Background: an optimization exercise with open tools, aiming at a short achievable clock period and few clock cycles. Do not read the settings as production practice. In this exercise RTL edits were held to simulation tests only and were not proved equivalent to the original. Power and IR drop assume default switching activity.

Setup of rev 12:
## muldiv_sequencer
module muldiv_sequencer #(
  parameter int XLEN = 32
) (
  input  logic            clk,
  input  logic            rst,
  input  logic            start,
  input  logic [2:0]      funct3,
  input  logic [XLEN-1:0] rs1_val,
  input  logic [XLEN-1:0] rs2_val,
  input  logic            flush,
  output logic            stall,
  output logic            busy,
  output logic            done,
  output logic [XLEN-1:0] result
);
export LEC_CHECK = 0
export CAP_MARGIN = 20
export CELL_PAD_IN_SITES_DETAIL_PLACEMENT = 1
export CORE_MARGIN = 2
export CORE_UTILIZATION = 40
export GPL_TIMING_DRIVEN = 1
export SETUP_SLACK_MARGIN = 4
export SLEW_MARGIN = 20
export SYNTH_HIERARCHICAL = 1
export TNS_END_PERCENT = 100
create_clock -name core_clock -period 10.0 [get_ports {clk}]
run.sh (not shown) runs the stock make flow with config.mk's settings and CLKGATE_MAP_FILE= SYNTH_SCRIPT=/design/flow/synth_recipe.tcl, a recipe that flattens the netlist after the stock synthesis.
Testbench counts of rev 12, summed over its fixed seeds: cycles 7,298.
Setup changes, rev 12 to rev 13
-- flow/config.mk --
<<< rev 12, line 11
export CORE_UTILIZATION = 40
export GPL_TIMING_DRIVEN = 1
export SETUP_SLACK_MARGIN = 4
export SLEW_MARGIN = 20
export SYNTH_HIERARCHICAL = 1
>>> rev 13, line 11
export CORE_UTILIZATION = 40
export GPL_TIMING_DRIVEN = 1
export SETUP_SLACK_MARGIN = 3.5
export SLEW_MARGIN = 20
export SYNTH_HIERARCHICAL = 1
### Flow results
- Rev 13 ended with every stage complete and zero timing, DRC or antenna violations.
- Run comparison: rev 13 start point of the critical path sel_r[3]; rev 12 start point of the critical path sel_r[4]
- Compared with rev 12, rev 13 shows a non-filler instance count after layout that is about 1.2% lower.
- [compare] base=rev 12 new=rev 13: post-route fraction of the period consumed by the critical path fell by 1.2 points; sum of internal, switching and leakage power fell by 2.0 mW.
- Summary — proportion of total power due to net switching, rev 13 relative to rev 12: higher, by 0.46 points.
- Re net switching power: rev 12 and rev 13 aren't equal, and the lower value belongs to rev 13.

========
willow:
muldiv_sequencer, a different RTL version from the one above (not shown whole).
Size in the first run: roughly 19000 cells after synthesis.
export LEC_CHECK = 0
export CAP_MARGIN = 20
export CELL_PAD_IN_SITES_DETAIL_PLACEMENT = 1
export CORE_MARGIN = 2
export CORE_UTILIZATION = 40
export SETUP_SLACK_MARGIN = 3
export SLEW_MARGIN = 20
export TNS_END_PERCENT = 100
create_clock -name core_clock -period 10.0 [get_ports {clk}]
Testbench counts of willow, summed over its fixed seeds: cycles 7,298.
Input changes introduced in xenon (baseline for comparison: willow):
# willow
export LEC_CHECK = 0
export CAP_MARGIN = 20
export CELL_PAD_IN_SITES_DETAIL_PLACEMENT = 1
export CORE_MARGIN = 2
export CORE_UTILIZATION = 40
export SETUP_SLACK_MARGIN = 3
export SLEW_MARGIN = 20
export TNS_END_PERCENT = 100
create_clock -name core_clock -period 10.0 [get_ports {clk}]
# xenon
export LEC_CHECK = 0
export CAP_MARGIN = 20
export CORE_MARGIN = 2
export CORE_UTILIZATION = 40
export SETUP_SLACK_MARGIN = 2.5
export SLEW_MARGIN = 20
export TNS_END_PERCENT = 100
create_clock -name core_clock -period 10.0 [get_ports {clk}]
--- outcome ---
- Stage in which a tool error killed xenon: detailed routing.
- In terms of number of instances in the placed design, xenon and willow differ only marginally.
- Going from willow to xenon, number of buffers added by the clock tree synthesis step grew by a few percent.
- Diff xenon..willow | register bit count reported by yosys | unchanged
- From willow to xenon the numbers moved as follows: distinct cell type count of the synthesized netlist closely matched the old numbers, largest net degree at the start of global routing saw an increase.
- Between willow and xenon, the area of placed instances does not differ in any meaningful way.
- Post-CTS resize count went down by more than half going from willow to xenon.
- As far as final estimated routing congestion in global placement is concerned, willow and xenon perform about the same.

## what the ideal ports hide
How much do the figures lean on ideal ports? The routed layouts below were timed once more, with nothing changed but the port constraints.
Step 1: set_driving_cell puts a clkbuf_16 on clk and a buf_2 on each other input, an assumption about the parent block.
Step 2 times the ports against the registers' clock, not the clock port: input delays grow and output delays shrink by t, the midpoint of the rising clock arrivals with the driver on.
Three values: no drivers, after step 1, after step 2; two values: the first two.
run | t (ns) | setup slack, ns | hold slack, ns | clock arrival spread, ns | pins driven straight from the clock port
rev 12 | 1.089 | 3.125 / 3.125 / 2.480 | 0.497 / 0.497 / 0.497 | 0.133 / 0.133 | 1
rev 13 | 1.073 | 3.244 / 3.105 / 2.397 | 0.469 / 0.469 / 0.469 | 0.125 / 0.125 | 1
willow | 1.025 | 2.603 / 2.603 / 2.023 | 0.610 / 0.610 / 0.610 | 0.122 / 0.122 | 1
After both steps every run listed still meets setup and hold. For rev 13, which loses most, drivers alone change the setup slack by -0.139 ns; drivers and shift together by -0.847 ns.
